Background: an optimization exercise with open tools, aiming at small area. Do not read the settings as production practice. Function was checked by simulation only, so behaviour that the tests miss may differ from the original.

==> job 126 <==
## ambient_light_backlight_controller
module ambient_light_backlight_controller #(
   parameter int WINDOW_SIZE = 5,
   parameter int LUX_BITS    = 16
) (
   input  logic       clock,
   input  logic       reset,
   input  logic        req_valid,
   output logic        req_ready,
   input  logic        req_kind,
   input  logic [15:0] req_lux_sample,
   input  logic        req_auto_mode,
   input  logic        req_slider_valid,
   input  logic [7:0]  req_slider_level,
   output logic        rsp_valid,
   input  logic        rsp_ready,
   output logic [9:0]  rsp_backlight_level,
   output logic        rsp_level_written,
   output logic [9:0]  rsp_target_level,
   output logic [15:0] rsp_filtered_lux,
   input  logic       csr_wr_en,
   input  logic [2:0] csr_index,
   input  logic [9:0] csr_wr_data
);
   typedef enum logic [4:0] {
      S_IDLE, S_SAMP, S_MEDC, S_FLOAD, S_CMP, S_EMA, S_DIVS, S_SMAP,
      S_DIV, S_OFFC, S_TGT, S_TGT2, S_GUPD, S_DIST, S_PREROT, S_RAMP, S_MSMAP,
      S_ACC
   } st_t;
   logic [7:0]  alpha_up_ff, alpha_down_ff;
   logic [9:0]  midpoint_ff;
   logic [5:0]  band_ff;
   logic [2:0]  shift_ff;
   logic [9:0]  min_ff, max_ff;
   st_t         state_ff;
   logic [3:0]  ph_ff;         
   logic [5:0]  cnt_ff;        
   logic [3:0]  pass_ff;       
   logic [2:0]  count_ff;      
   logic        lm_ff, lmv_ff;
  ...
export LEC_CHECK = 0
export ABC_AREA = 1
export CAP_MARGIN = 20
export CORE_MARGIN = 2
export CORE_UTILIZATION = 55
export SLEW_MARGIN = 20
create_clock -name core_clock -period 10.0 [get_ports {clock}]
standard.sh (not shown) runs the stock make flow with config.mk's settings and CLKGATE_MAP_FILE= SYNTH_SCRIPT=/design/flow/synth_recipe.tcl, a recipe that flattens the netlist after the stock synthesis.
==> flow/flow/run.sh <==
#!/bin/bash
# The standard layout (standard.sh with synth_recipe.tcl, both unchanged),
# with three changes:
#  - ABC maps the logic for area with flow/abc_area.script (used by ORFS when
#    ABC_AREA=1) in place of ORFS's own; the registers come from dfflibmap,
#    which runs before ABC, so they are the standard synthesis's;
#  - the port buffers use the smallest buffer cell;
#  - clock tree synthesis uses clkbuf_4 leaf clusters of up to 8 sinks
#    within 50 um, without dummy loads.
# ORFS writes each step's log under orfs/logs; make's output goes to standard.log.
set -e
here=$(pwd)
rm -rf "$here/orfs_scripts"
cp -r "$FLOW_HOME/scripts" "$here/orfs_scripts"
cp "$here/flow/abc_area.script" "$here/orfs_scripts/abc_area.script"
export SCRIPTS_DIR="$here/orfs_scripts"
export BUFFER_PORTS_ARGS="-buffer_cell sky130_fd_sc_hd__buf_1"
export CTS_ARGS="-sink_clustering_enable -repair_clock_nets -dont_use_dummy_load -buf_list sky130_fd_sc_hd__clkbuf_4 -sink_clustering_size 8 -sink_clustering_max_diameter 50"
bash standard.sh > standard.log 2>&1
==> flow/flow/abc_area.script <==
strash
balance -l
resub -K 6 -l
rewrite -l
resub -K 6 -N 2 -l
refactor -l
resub -K 8 -l
balance -l
resub -K 8 -N 2 -l
rewrite -l
resub -K 10 -l
rewrite -z -l
resub -K 10 -N 2 -l
balance -l
resub -K 12 -l
refactor -z -l
resub -K 12 -N 2 -l
rewrite -z -l
balance -l
dch -f
amap -m -F 4 -A 4
topo
stime -c
==> job 643 (differences from job 126) <==
- CORE_UTILIZATION: 55 -> 40
- GPL_TIMING_DRIVEN: default -> 0
==> job 6728 (differences from job 126) <==
--- a/flow/design.v
+++ b/flow/design.v
@@ -58,26 +58,28 @@
    output logic [15:0] rsp_filtered_lux,
    input  logic       csr_wr_en,
    input  logic [2:0] csr_index,
    input  logic [9:0] csr_wr_data
 );
    typedef enum logic [4:0] {
-      S_IDLE, S_SAMP, S_MEDC, S_FLOAD, S_CMP, S_EMA, S_DIVS, S_SMAP,
-      S_DIV, S_OFFC, S_TGT, S_TGT2, S_GUPD, S_DIST, S_PREROT, S_RAMP, S_MSMAP,
-      S_ACC
+      S_IDLE = 5'd0, S_SAMP = 5'd1, S_ACC = 5'd2, S_MEDC = 5'd3,
+      S_FLOAD = 5'd4, S_CMP = 5'd5, S_EMA = 5'd6, S_PREROT = 5'd7,
+      S_DIV = 5'd8, S_DIVS = 5'd9,
+      S_SMAP = 5'd12, S_OFFC = 5'd13, S_TGT = 5'd14, S_TGT2 = 5'd15,
+      S_GUPD = 5'd16, S_DIST = 5'd17, S_RAMP = 5'd18, S_MSMAP = 5'd19
    } st_t;
    logic [7:0]  alpha_up_ff, alpha_down_ff;
    logic [9:0]  midpoint_ff;
    logic [5:0]  band_ff;
    logic [2:0]  shift_ff;
    logic [9:0]  min_ff, max_ff;
    st_t         state_ff;
    logic [3:0]  ph_ff;         
    logic [5:0]  cnt_ff;        
    logic [3:0]  pass_ff;       
-   logic [2:0]  count_ff;      
+   logic [4:0]  fill_ff;       
    logic        lm_ff, lmv_ff;
    logic        lsv_ff;
    logic [7:0]  lsl_ff;
    logic [7:0]  man_ff;
    logic        cv_ff;
    logic        wr_ff;
@@ -124,34 +126,32 @@
    assign band_x = {10'd0, band_ff};
    assign min_b  = (bi[5:4] == 2'b00) && min_x[bi[3:0]];
    assign max_b  = (bi[5:4] == 2'b00) && max_x[bi[3:0]];
    assign mid_b  = (bi[5:4] == 2'b00) && mid_x[bi[3:0]];
    assign band_b = (bi[5:4] == 2'b00) && band_x[bi[3:0]];
    assign maxd_b = bsel[mi];
-   logic [2:0] ceff;
    logic [4:0] vld;
    logic [2:0] klo, khi, rank;
    logic [4:0] taps, blw_nx, tie;
    logic cand, lo_b, hi_b, med_b, m_b;
-   assign ceff = mc ? 3'd0 : count_ff;
-   assign vld  = {ceff > 3'd4, ceff > 3'd3, ceff > 3'd2, ceff > 3'd1, ceff > 3'd0};
-   assign klo  = (ceff - 3'd1) >> 1;
-   assign khi  = ceff >> 1;
+   assign vld  = mc ? 5'd0 : fill_ff;
+   assign klo  = vld[4] ? 3'd2 : vld[2] ? 3'd1 : 3'd0;
+   assign khi  = vld[3] ? 3'd2 : vld[1] ? 3'd1 : 3'd0;
    assign taps = {w4[0], w3[0], w2[0], w1[0], w0[0]};
    assign cand = taps[pass_ff[2:0]];
    assign tie  = {pass_ff[2:0] > 3'd4, pass_ff[2:0] > 3'd3, pass_ff[2:0] > 3'd2,
                   pass_ff[2:0] > 3'd1, pass_ff[2:0] > 3'd0};
    always_comb begin
       for (int j = 0; j < 5; j++) begin
          blw_nx[j] = (taps[j] != cand) ? cand : ((ph_ff == 4'd0) ? tie[j] : blw_ff[j]);
       end
    end
    assign rank = 3'(blw_nx[0] & vld[0]) + 3'(blw_nx[1] & vld[1]) + 3'(blw_nx[2] & vld[2]) +
                  3'(blw_nx[3] & vld[3]) + 3'(blw_nx[4] & vld[4]);
-   assign lo_b = (ceff != 3'd0) && taps[lo_idx_ff];
-   assign hi_b = (ceff != 3'd0) && taps[hi_idx_ff];
+   assign lo_b = vld[0] && taps[lo_idx_ff];
+   assign hi_b = vld[0] && taps[hi_idx_ff];
    assign med_b  = (ph_ff == 4'd0) ? mcar_ff : (lo_b ^ hi_b ^ mcar_ff);
    assign m_b    = (cnt_ff < 6'd8) ? (cnt_ff == 6'd7) : med_b;
    logic [7:0] mul_p;
    logic [7:0] acc_e;
    logic       mul_s;
    logic [8:0] mul_sum;
@@ -201,12 +201,17 @@
       aa = 1'b0; tt = 1'b0; qd = 1'b0; dbit = 1'b0; nq = 1'b0;
       last = 1'b0;
       unique case (state_ff)
          S_MEDC: begin
             if (max_b != min_b) nneg = min_b;
             else if (first)     nneg = 1'b0;
+            {nk7, nk6, nk5, nk4, nk3} = blw_nx;
+            if ((ph_ff == 4'd15) && vld[pass_ff[2:0]]) begin
+               if (rank == klo) {ngtm, nltm, nlt} = pass_ff[2:0];
+               if (rank == khi) {neqc, ngtc, nnz} = pass_ff[2:0];
+            end
             last = (ph_ff == 4'd15) && (pass_ff == 4'd4);
          end
          S_FLOAD: begin
             if (active) begin
                f_sh   = 1'b1;
                f23_in = m_b;
@@ -389,13 +394,13 @@
             last    = (cnt_ff == 6'd9);
          end
          default: begin
          end
       endcase
    end
-   assign req_ready = ((state_ff == S_SAMP) && (ph_ff == 4'd15)) || (state_ff == S_ACC);
+   assign req_ready = !reset && (((state_ff == S_SAMP) && (ph_ff == 4'd15)) || (state_ff == S_ACC));
    always_ff @(posedge clock) begin
       if (reset) begin
          alpha_up_ff   <= als_pkg::ALPHA_UP_RST;
          alpha_down_ff <= als_pkg::ALPHA_DOWN_RST;
          midpoint_ff   <= als_pkg::MIDPOINT_RST;
          band_ff       <= als_pkg::BAND_RST;
@@ -423,19 +428,15 @@
       w1 <= {ins ? w0[0] : w1[0], w1[15:1]};
       w2 <= {ins ? w1[0] : w2[0], w2[15:1]};
       w3 <= {ins ? w2[0] : w3[0], w3[15:1]};
       w4 <= {ins ? w3[0] : w4[0], w4[15:1]};
       mcar_ff <= (lo_b & hi_b) | ((lo_b ^ hi_b) & (ph_ff != 4'd0) & mcar_ff);
    end
-   always_ff @(posedge clock) begin
-      blw_ff <= blw_nx;
-      if ((state_ff == S_MEDC) && (ph_ff == 4'd15) && vld[pass_ff[2:0]]) begin
-         if (rank == klo) lo_idx_ff <= pass_ff[2:0];
-         if (rank == khi) hi_idx_ff <= pass_ff[2:0];
-      end
-   end
+   assign blw_ff    = {k7, k6, k5, k4, k3};
+   assign lo_idx_ff = {gtm_ff, ltm_ff, lt_ff};
+   assign hi_idx_ff = {eqc_ff, gtc_ff, nz_ff};
    always_ff @(posedge clock) begin
       if (f_sh)    f_ff    <= {f23_in, f_ff[23:17], f15_in, f_ff[15:1]};
       r_ff <= {r_in, r_ff[17:1]};
       if (q_sh)    q_ff    <= {q_in, q_ff[9:1]};
       if (off_sh)  off_ff  <= {off_in, off_ff[10:1]};
       if (goal_sh) goal_ff <= {goal_in, goal_ff[9:1]};
@@ -455,13 +456,13 @@
    always_ff @(posedge clock) begin
       if (reset) begin
          state_ff <= S_IDLE;
          ph_ff    <= 4'd0;
          cnt_ff   <= 6'd0;
          pass_ff  <= 4'd0;
-         count_ff <= 3'd0;
+         fill_ff  <= 5'd0;
          lmv_ff   <= 1'b0;
          lsv_ff   <= 1'b0;
          man_ff   <= als_pkg::SLIDER_RST;
          cv_ff    <= 1'b0;
          rspv_ff  <= 1'b0;
       end else begin
@@ -478,13 +479,13 @@
                   else if (!rspv_ff) state_ff <= S_MEDC;
                end
             end
             S_SAMP: begin
                if (ph_ff == 4'd15) begin
                   state_ff <= S_IDLE;
-                  if (count_ff != 3'd5) count_ff <= count_ff + 3'd1;
+                  fill_ff <= {fill_ff[3:0], 1'b1};
                end
             end
             S_MEDC: begin
                if (ph_ff == 4'd15) pass_ff <= pass_ff + 4'd1;
                if (last) begin
                   state_ff <= mc ? S_FLOAD : auto_m ? S_CMP : S_DIVS;
@@ -556,13 +557,13 @@
             S_ACC: begin
                state_ff <= S_IDLE;
                rspv_ff  <= 1'b1;
                cv_ff    <= 1'b1;
                lm_ff    <= req_auto_mode;
                lmv_ff   <= 1'b1;
-               if (mc) count_ff <= 3'd0;
+               if (mc) fill_ff <= 5'd0;
                lsv_ff   <= req_auto_mode && (req_slider_valid || (lsv_ff && !mc));
                if (req_auto_mode && req_slider_valid) lsl_ff <= req_slider_level;
                if (!req_auto_mode && req_slider_valid) man_ff <= req_slider_level;
             end
             default: begin
                state_ff <= S_IDLE;
==> flow/flow/run.sh (replaced) <==
#!/bin/bash
# The standard layout (standard.sh with synth_recipe.tcl, both unchanged),
# with three changes:
#  - ABC maps the logic for area with flow/abc_area.script (used by ORFS when
#    ABC_AREA=1) in place of ORFS's own; the registers come from dfflibmap,
#    which runs before ABC, so they are the standard synthesis's;
#  - the port buffers use the smallest buffer cell;
#  - clock tree synthesis uses clkbuf_4 leaf clusters of up to 12 sinks
#    within 45 um, without dummy loads.
# ORFS writes each step's log under orfs/logs; make's output goes to standard.log.
set -e
here=$(pwd)
rm -rf "$here/orfs_scripts"
cp -r "$FLOW_HOME/scripts" "$here/orfs_scripts"
cp "$here/flow/abc_area.script" "$here/orfs_scripts/abc_area.script"
export SCRIPTS_DIR="$here/orfs_scripts"
export BUFFER_PORTS_ARGS="-buffer_cell sky130_fd_sc_hd__buf_1"
export CTS_ARGS="-sink_clustering_enable -repair_clock_nets -dont_use_dummy_load -buf_list sky130_fd_sc_hd__clkbuf_4 -sink_clustering_size 12 -sink_clustering_max_diameter 45"
bash standard.sh > standard.log 2>&1
- CORE_UTILIZATION: 55 -> 62
==> summary of the runs <==
Job 126 produced a clean layout. Job 643 finished with timing, DRC and antenna clean. Job 6728 finished clean.
Clock skew, lowest first: job 126, job 6728, job 643.
Between job 126 and job 643, the lower global-route usage is in job 643 (gap 7.0 points).
The lowest worst setup slack belongs to job 643, the highest to job 6728.
In job 6728 the register-to-register slack is worse than in job 126, by 30 ps.

-- separate check: timing with driven ports --
Ports are ideal in the flow. The routed layouts listed here were re-timed in OpenROAD. Step 1 assumes that a clkbuf_16 drives the clock port and a buf_2 every other input. Step 2, shift: input delay + t, output delay - t, t = (earliest + latest rising clock arrival at the registers) / 2. This alone moves slack from input paths to output paths. Slacks: no drivers / after step 1 / after step 2; pairs: no drivers / after step 1.
| run | t (ns) | slack for setup (ns) | hold slack, ns | worst register clock-pin slew, ns | worst data-port slew with drivers (ns) |
|---|---|---|---|---|---|
| job 126 | 0.688 | 2.433 / 2.441 / 1.753 | 0.289 / 0.289 / 0.289 | 0.09 / 0.09 | 0.04 |
| job 643 | 0.685 | 1.837 / 1.815 / 1.129 | 0.294 / 0.294 / 0.294 | 0.10 / 0.10 | 0.06 |
| job 6728 | 0.657 | 2.572 / 2.590 / 1.933 | 0.292 / 0.292 / 0.292 | 0.12 / 0.12 | 0.04 |
After both steps setup and hold are still met in every run listed. The setup slack of job 643, which loses most, moves by -0.022 ns with the drivers and by -0.708 ns with both steps.
